Context: an optimization exercise on an open-source flow, tuned for small area. The choices shown serve that exercise and are no tape-out recipe.
RTL that was checked went through simulation tests only; none was proved equivalent to the original.
Power figures rest on the tool's default switching activity, not on a simulated workload. No driver is modelled on the clock port, so clocking that relies on it looks cheaper here than on a real chip.

## run a
==> flow/design.v <==
`timescale 1ns/1ps
module uart_axil_bridge_top #(
    parameter int N_BANKS       = 4,
    parameter int REGS_PER_BANK = 8,
    parameter int CLKS_PER_BIT  = 8
) (
    input  logic aclk,
    input  logic aresetn,
    input  logic rxd,
    output logic txd
);
    logic [1:0]   sync;
    logic [6:0]   t;
    logic         clr;            
    logic [63:0]  f;
    logic [127:0] g [8];
    logic         rx_busy;
    logic [2:0]   rx_bit;
    logic [3:0]   rx_byte;
    logic         rb;
    logic         cand_wr;        
    logic         op_ok;          
    logic         err;            
    logic [4:0]   ra;             
    logic         cur_wr;
    logic         pend;           
    logic         act;            
    logic         tx_busy;
    logic         tx_hdr;
    logic [2:0]   tx_by;
    logic [3:0]   tx_st;
    logic         nb;
    logic         ph0;
    logic         rx_data;
    logic         rx_wr;
    logic         rx_last;
    logic [2:0]   rx_tap;
    logic [2:0]   tx_tap;
    logic         ftap;
    logic         fresh;
    logic         txv;
    logic [2:0]   lane;
    logic         gout;
    logic         wbit;
    logic         cbit;
    logic         win0;
    logic         g_wr;
    logic         f_cp;
    logic         in_set;
    assign ph0     = t[2:0] == 3'd0;
    assign rx_data = !rx_byte[3];
    assign rx_wr   = rx_data && t[2:0] == rx_bit;
    assign rx_last = rx_wr && rx_byte[2:0] == 3'd7 && rx_bit == 3'd7;
    assign rx_tap  = rx_byte[2:0] - t[5:3];
    always_comb
    begin
        case (rx_byte[2:0])
            3'd0:    in_set = rx_bit >= 3'd5;
            3'd1:    in_set = rx_bit >= 3'd2;
            3'd2,
            3'd3:    in_set = 1'b1;
            default: in_set = 1'b0;
        endcase
    end
    assign lane = ra[4:2];
    assign gout = g[lane][0];
    assign wbit = t[5] ? f[0] : f[32];
    assign cbit = gout && !err;
    assign win0 = t[4:0] == 5'd31 && t[6:5] == ra[1:0] - 1'b1;
    assign g_wr = act && cur_wr && !err;
    assign f_cp = act && !cur_wr;
    assign tx_tap = tx_by - t[5:3];
    assign ftap   = f[{tx_tap, 3'd0}];
    assign fresh  = (t[2:0] == tx_st[2:0]) ? ftap : nb;
    always_comb
    begin
        if (tx_st[3])
        begin
            txv = tx_st[0];
        end
        else if (tx_hdr)
        begin
            txv = tx_st[2] ? (cur_wr ^ !tx_st[0]) : err;
        end
        else
        begin
            txv = fresh;
        end
    end
    always_ff @(posedge aclk)
    begin
        if (!aresetn)
        begin
            sync    <= 2'b11;
            t       <= '0;
            clr     <= 1'b1;
            rx_busy <= 1'b0;
            rx_bit  <= 3'd7;
            rx_byte <= 4'd15;
            pend    <= 1'b0;
            act     <= 1'b0;
            tx_busy <= 1'b0;
            txd     <= 1'b1;
        end
        else
        begin
            sync <= {sync[0], rxd};
            t    <= t + 1'b1;
            if (t == 7'd127)
            begin
                clr <= 1'b0;
            end
            if (ph0)
            begin
                if (!rx_busy)
                begin
                    rx_busy <= !sync[1];
                end
                else
                begin
                    rx_bit <= rx_bit + 1'b1;
                    if (rx_bit == 3'd6)
                    begin
                        rx_busy <= 1'b0;
                    end
                    if (rx_bit == 3'd7)
                    begin
                        rx_byte <= rx_byte[3] ? {rx_byte[2], 3'd0} : rx_byte + 1'b1;
                    end
                end
            end
            if (rx_last)
            begin
                rx_byte <= 4'd15;
                pend    <= op_ok;
            end
            if (pend && win0)
            begin
                pend <= 1'b0;
                act  <= 1'b1;
            end
            if (act && t[4:0] == 5'd31)
            begin
                act     <= 1'b0;
                tx_busy <= 1'b1;
            end
            if (ph0 && tx_busy)
            begin
                txd <= txv;
                if (!tx_hdr && tx_by == 3'd7 && tx_st == 4'd9)
                begin
                    tx_busy <= 1'b0;
                end
            end
        end
    end
    always_ff @(posedge aclk)
    begin
        if (ph0 && rx_busy)
        begin
            rb <= sync[1];
        end
        if (rx_wr)
        begin
            if (rx_byte[2:0] == 3'd0 && rx_bit == 3'd0)
            begin
                err <= 1'b0;
            end
            else if (rb && in_set)
            begin
                err <= 1'b1;
            end
            if (rx_byte[2:0] == 3'd0)
            begin
                if (rx_bit == 3'd2) ra[0] <= rb;
                if (rx_bit == 3'd3) ra[1] <= rb;
                if (rx_bit == 3'd4) ra[2] <= rb;
            end
            if (rx_byte[2:0] == 3'd1)
            begin
                if (rx_bit == 3'd0) ra[3] <= rb;
                if (rx_bit == 3'd1) ra[4] <= rb;
            end
        end
        if (rx_byte == 4'd8 && t[2:0] == rx_bit && rx_bit[2])
        begin
            case (rx_bit[1:0])
                2'd0: begin cand_wr <= !rb; op_ok <= 1'b1; end
                2'd1, 2'd3: op_ok <= op_ok && (rb == cand_wr);
                default: op_ok <= op_ok && (rb != cand_wr);
            endcase
        end
        if (rx_last)
        begin
            cur_wr <= cand_wr;
        end
        if (act && t[4:0] == 5'd31)
        begin
            tx_hdr <= 1'b1;
            tx_by  <= 3'd0;
            tx_st  <= 4'd8;
        end
        else if (ph0 && tx_busy)
        begin
            if (tx_st == 4'd8)
            begin
                tx_st <= 4'd0;
            end
            else if (tx_st == 4'd9)
            begin
                tx_st <= 4'd8;
                if (tx_hdr)
                begin
                    tx_hdr <= 1'b0;
                end
                else
                begin
                    tx_by <= tx_by + 1'b1;
                end
            end
            else if (tx_st == 4'd7)
            begin
                tx_st <= 4'd9;
            end
            else
            begin
                tx_st <= tx_st + 1'b1;
            end
        end
        nb <= fresh;
    end
    always_ff @(posedge aclk)
    begin
        for (int s = 0; s < 64; s++)
        begin
            f[s] <= f[(s + 1) % 64];
        end
        for (int m = 0; m < 8; m++)
        begin
            if (rx_wr && rx_tap == 3'(m))
            begin
                f[(8 * m + 63) % 64] <= rb;
            end
        end
        if (f_cp)
        begin
            if (t[5])
            begin
                f[63] <= cbit;
            end
            else
            begin
                f[31] <= cbit;
            end
        end
    end
    always_ff @(posedge aclk)
    begin
        for (int l = 0; l < 8; l++)
        begin
            g[l] <= {clr ? 1'b0 : (g_wr && lane == 3'(l)) ? wbit : g[l][0], g[l][127:1]};
        end
    end
endmodule
Settings: LEC_CHECK=0, ABC_AREA=1, CAP_MARGIN=20, CORE_MARGIN=2, CORE_UTILIZATION=40, CTS_CLUSTER_DIAMETER=100, CTS_CLUSTER_SIZE=30, SLEW_MARGIN=20; clock period 5.0 ns.
run.sh (not shown) runs the stock make flow with config.mk's settings and CLKGATE_MAP_FILE= SYNTH_SCRIPT=/design/flow/synth_recipe.tcl, a recipe that flattens the netlist after the stock synthesis.
Per the final summary, run a finished and its layout is clean on timing, DRC and antenna.
#### Input delta (run b over run a)
- changing CTS_CLUSTER_DIAMETER from 100 to 80
- changing CTS_CLUSTER_SIZE from 30 to 34
Findings:
Delta (run b minus run a): source-to-sink clock delay at the later pin of the worst-skew pair ~0 delta; die area ~0 delta; core utilization ~0 delta.
Function was not checked in any run of this note: the RTL went through the layout flow alone.


maple:
uart_axil_bridge_top, a different RTL version from the one above (not shown whole).
Size: about 1300 cells after synthesis, about 1100 flip-flops, roughly 4 I/O pins, roughly 0.024 sq mm of cells after synthesis.
Settings: LEC_CHECK=0, CAP_MARGIN=20, CORE_MARGIN=2, CORE_UTILIZATION=65, PLACE_DENSITY=0.75, SLEW_MARGIN=20; clock period 5.0 ns.
standard.sh (not shown) runs the stock make flow with config.mk's settings and CLKGATE_MAP_FILE= SYNTH_SCRIPT=/design/flow/synth_recipe.tcl, a recipe that flattens the netlist after the stock synthesis.
==> flow/flow/run.sh <==
#!/bin/bash
# The standard ORFS layout (standard.sh) with these changes:
# - synthesis maps the combinational logic for area (flow/mysynth.tcl) and
#   leaves adders to abc instead of half/full adder cells;
# - clock tree synthesis inserts no dummy loads, clusters 35 flip-flops per
#   clkbuf_16 and uses clkbuf_4 above the leaf buffers.
# All of make's output goes to make_finish.log; ORFS keeps each step's log
# under orfs/logs/.
set -euo pipefail
export FLOW_WORK="$PWD"
bash standard.sh ADDER_MAP_FILE= SYNTH_SCRIPT="$PWD/flow/mysynth.tcl" \
    CTS_ARGS="-sink_clustering_enable -repair_clock_nets -sink_clustering_size 35 -sink_clustering_max_diameter 100 -dont_use_dummy_load -root_buf sky130_fd_sc_hd__clkbuf_4 -buf_list {sky130_fd_sc_hd__clkbuf_4 sky130_fd_sc_hd__clkbuf_16} -sink_clustering_buffer sky130_fd_sc_hd__clkbuf_16" \
    finish > make_finish.log 2>&1
==> flow/flow/mysynth.tcl <==
# synth_recipe.tcl (the standard synthesis) with only the technology mapping of
# the combinational logic changed: abc runs an area-oriented script instead of
# ORFS's delay-oriented one. Flip-flops are mapped before abc runs, so the
# registers, their names and their cells are the standard synthesis's.
proc abc {args} {
  set out {}
  set i 0
  while {$i < [llength $args]} {
    set a [lindex $args $i]
    if {$a eq "-script" || $a eq "-constr" || $a eq "-D"} {
      incr i 2
      continue
    }
    lappend out $a
    incr i
  }
  yosys abc {*}$out -script "+strash;&get,-n;&st;&syn2;&dch,-f;&nf,-R,1000;&put;"
}
source $::env(FLOW_WORK)/synth_recipe.tcl
Modified inputs, cedar compared to maple
--- a/flow/flow/run.sh
+++ b/flow/flow/run.sh
@@ -5 +5 @@
-# - clock tree synthesis inserts no dummy loads, clusters 35 flip-flops per
+# - clock tree synthesis inserts no dummy loads, clusters up to 38 flip-flops per
@@ -12 +12 @@
-    CTS_ARGS="-sink_clustering_enable -repair_clock_nets -sink_clustering_size 35 -sink_clustering_max_diameter 100 -dont_use_dummy_load -root_buf sky130_fd_sc_hd__clkbuf_4 -buf_list {sky130_fd_sc_hd__clkbuf_4 sky130_fd_sc_hd__clkbuf_16} -sink_clustering_buffer sky130_fd_sc_hd__clkbuf_16" \
+    CTS_ARGS="-sink_clustering_enable -repair_clock_nets -sink_clustering_size 38 -sink_clustering_max_diameter 150 -dont_use_dummy_load -root_buf sky130_fd_sc_hd__clkbuf_4 -buf_list {sky130_fd_sc_hd__clkbuf_4 sky130_fd_sc_hd__clkbuf_16} -sink_clustering_buffer sky130_fd_sc_hd__clkbuf_16" \
==> flow/flow/mysynth.tcl <==
# synth_recipe.tcl (the standard synthesis) with only the technology mapping of
# the combinational logic changed: abc runs an area-oriented script (with a
# 30 s &deepsyn pass) instead of ORFS's delay-oriented one. Flip-flops are
# mapped before abc runs, so the registers, their names and their cells are
# the standard synthesis's.
proc abc {args} {
  set out {}
  set i 0
  while {$i < [llength $args]} {
    set a [lindex $args $i]
    if {$a eq "-script" || $a eq "-constr" || $a eq "-D"} {
      incr i 2
      continue
    }
    lappend out $a
    incr i
  }
  yosys abc {*}$out -script "+strash;&get,-n;&st;&deepsyn,-T,30;&dch,-f;&nf,-R,1000;&put;"
}
source $::env(FLOW_WORK)/synth_recipe.tcl
--- a/flow/config.mk
+++ b/flow/config.mk
@@ -10,2 +10,2 @@
-export CORE_UTILIZATION = 65
-export PLACE_DENSITY = 0.75
+export CORE_UTILIZATION = 85
+export PLACE_DENSITY = 0.92
==> comparison <==
- In cedar relative to maple, die outline width had gone down by more than 10%.
- cedar did not make it past detailed placement, where a tool error ended it.
- Between maple and cedar, the flow reports total standard cell area after synthesis decreasing slightly.
- Comparing maple with cedar, the synthesized area per cell came out essentially unchanged.
- cedar has routability congestion estimate above what maple had.
- Reported for cedar and maple, number of enable flip-flop cells after synthesis turned out identical to the last digit.
- [compare] base=maple new=cedar: synthesized instance count went down 5; multiplexer fraction of the synthesized cell area went down; initial core utilization has increased.
> inputs changed (cedar -> quartz)
--- a/flow/flow/run.sh
+++ b/flow/flow/run.sh
@@ -5 +5 @@
-# - clock tree synthesis inserts no dummy loads, clusters up to 38 flip-flops per
+# - clock tree synthesis inserts no dummy loads, clusters 34 flip-flops per
@@ -12 +12 @@
-    CTS_ARGS="-sink_clustering_enable -repair_clock_nets -sink_clustering_size 38 -sink_clustering_max_diameter 150 -dont_use_dummy_load -root_buf sky130_fd_sc_hd__clkbuf_4 -buf_list {sky130_fd_sc_hd__clkbuf_4 sky130_fd_sc_hd__clkbuf_16} -sink_clustering_buffer sky130_fd_sc_hd__clkbuf_16" \
+    CTS_ARGS="-sink_clustering_enable -repair_clock_nets -sink_clustering_size 35 -sink_clustering_max_diameter 150 -dont_use_dummy_load -root_buf sky130_fd_sc_hd__clkbuf_4 -buf_list {sky130_fd_sc_hd__clkbuf_4 sky130_fd_sc_hd__clkbuf_16} -sink_clustering_buffer sky130_fd_sc_hd__clkbuf_16" \
--- a/flow/config.mk
+++ b/flow/config.mk
@@ -10,2 +10,2 @@
-export CORE_UTILIZATION = 85
-export PLACE_DENSITY = 0.92
+export CORE_UTILIZATION = 65
+export PLACE_DENSITY = 0.75
[summary]
Post-synthesis mux area share came out exactly the same in cedar and quartz. As far as share of synthesized registers carrying an async set or reset goes, cedar and quartz are indistinguishable; the numbers are identical. Reported for cedar and quartz, average instance area after synthesis turned out identical to the last digit. Number of enable-type register cells in the synthesized netlist of cedar is on par with quartz. Number of placement rows in quartz vs cedar: up 13%. Comparing cedar and quartz, the lower die span in y is on cedar. cedar -> quartz: simple logic cell fraction of the synthesized area delta 0, exact match. Synthesized cell count across cedar and quartz: no real change. Sort cedar and quartz by die width desc -> top: quartz. In the reports for cedar and quartz, the smaller starting utilization of the core area belongs to quartz. quartz went all the way through synthesis, placement and routing and the layout is clean on timing, DRC and antenna. Relative to cedar, placer's final routability congestion estimate has gone down in quartz.
Here is what was changed in the inputs of onyx compared with quartz.
--- a/flow/flow/run.sh
+++ b/flow/flow/run.sh
@@ -5 +5 @@
-# - clock tree synthesis inserts no dummy loads, clusters 34 flip-flops per
+# - clock tree synthesis inserts no dummy loads, clusters up to 35 flip-flops per
### Flow results
Switching power: onyx vs quartz identical. Reported for onyx and quartz, pre-CTS setup slack turned out identical to the last digit. Comparing quartz against onyx, there is no change at all in max-slew headroom at the worst pin. onyx and quartz ended up with nearly the same share of cell area taken by muxes after synthesis. onyx and quartz ended up with nearly the same utilization. Any difference in transition time at the pin with the least slew margin between onyx and quartz is small enough to ignore. Looking at onyx and quartz, the logic gate share of total power is a wash. Re row count: no difference whatsoever between onyx and quartz. Diff quartz..onyx | routed wire length on met3 | unchanged.
## Diff of input files: garnet against onyx
--- a/flow/flow/run.sh
+++ b/flow/flow/run.sh
@@ -5 +5 @@
-# - clock tree synthesis inserts no dummy loads, clusters up to 35 flip-flops per
+# - clock tree synthesis inserts no dummy loads, clusters 34 flip-flops per
@@ -12 +12 @@
-    CTS_ARGS="-sink_clustering_enable -repair_clock_nets -sink_clustering_size 35 -sink_clustering_max_diameter 150 -dont_use_dummy_load -root_buf sky130_fd_sc_hd__clkbuf_4 -buf_list {sky130_fd_sc_hd__clkbuf_4 sky130_fd_sc_hd__clkbuf_16} -sink_clustering_buffer sky130_fd_sc_hd__clkbuf_16" \
+    CTS_ARGS="-sink_clustering_enable -repair_clock_nets -sink_clustering_size 34 -sink_clustering_max_diameter 100 -dont_use_dummy_load -root_buf sky130_fd_sc_hd__clkbuf_4 -buf_list {sky130_fd_sc_hd__clkbuf_4 sky130_fd_sc_hd__clkbuf_16} -sink_clustering_buffer sky130_fd_sc_hd__clkbuf_16" \
Findings:
Every stage of the flow completed for garnet, and the final layout passed the timing, design-rule and antenna checks. Taking onyx as the reference, in garnet timing-limited maximum frequency now sits lower; net count of the finished layout now sits at about the same level; total standard cell area after synthesis comparable; routed wire length grew by about 6%. Count of placed standard cells including taps essentially unchanged between garnet and onyx.
#### Input delta (sierra over garnet)
==> flow/run.sh (new file) <==
#!/bin/bash
# synth_recipe.tcl (not shown) runs the flow's synth.tcl, then flattens the netlist and writes it again
# the make line also repeats each setting of config.mk as NAME=value (left out here)
make -C /OpenROAD-flow-scripts/flow DESIGN_CONFIG=/design/flow/config.mk WORK_HOME=/design/flow/orfs CLKGATE_MAP_FILE= SYNTH_SCRIPT=/design/flow/synth_recipe.tcl finish
--- a/flow/config.mk
+++ b/flow/config.mk
@@ -10,0 +11,2 @@
+export CTS_CLUSTER_DIAMETER = 100
+export CTS_CLUSTER_SIZE = 34
removed: flow/flow/run.sh
removed: flow/flow/mysynth.tcl
removed: flow/standard.sh
[summary]
[sierra] fraction of the cycle the final worst path needs fell 3.7 points relative to garnet
Status: sequential power parity (sierra, garnet)
sierra — detailed-route wire length about 2.6% higher, garnet as reference
Diff garnet -> sierra: count of non-CTS buffers in the layout held; switching part of the total went up 0.25 points; mux cell area share after synthesis went up 0.59 points.
Looking at mapped cell area, sierra sits 2.5% above garnet.
The sequential fraction of total cell area in sierra sits 2.5 points below the value recorded for garnet.
Final-layout clock-cell area share ended up 0.61 points higher on sierra than on garnet.
Against garnet, net total in the final layout in sierra rose by a few percent.

[afterwards: timing with drivers on the ports]
No port has a modelled driver above. Below, the same layouts with a new extraction and two added sets of constraints. Step 1, drivers: a clkbuf_16 drives aclk and a buf_2 each remaining input, both assumed. Step 2 times the ports against the registers' clock, not the clock port: input delays grow and output delays shrink by t, the midpoint of the rising clock arrivals with the driver on. a / b / c = ideal / step 1 / step 2; a / b = the first two.
run	t (ns)	setup slack, ns	hold slack, ns	worst data-port slew with drivers (ns)
run a	0.629	2.536 / 2.483 / 2.576	0.329 / 0.329 / 0.329	0.03
run b	0.632	2.534 / 2.480 / 2.552	0.309 / 0.309 / 0.309	0.03
maple	0.803	2.376 / 2.333 / 2.608	0.245 / 0.245 / 0.245	0.05
quartz	0.795	2.368 / 2.320 / 2.528	0.245 / 0.245 / 0.245	0.03
onyx	0.795	2.368 / 2.320 / 2.528	0.245 / 0.245 / 0.245	0.03
garnet	0.824	2.299 / 2.255 / 2.536	0.253 / 0.253 / 0.253	0.04
sierra	0.610	2.484 / 2.434 / 2.196	0.323 / 0.323 / 0.323	0.03
After both steps every run listed still meets setup and hold. The setup slack of sierra, which loses most, moves by -0.050 ns with the drivers and by -0.288 ns with both steps.
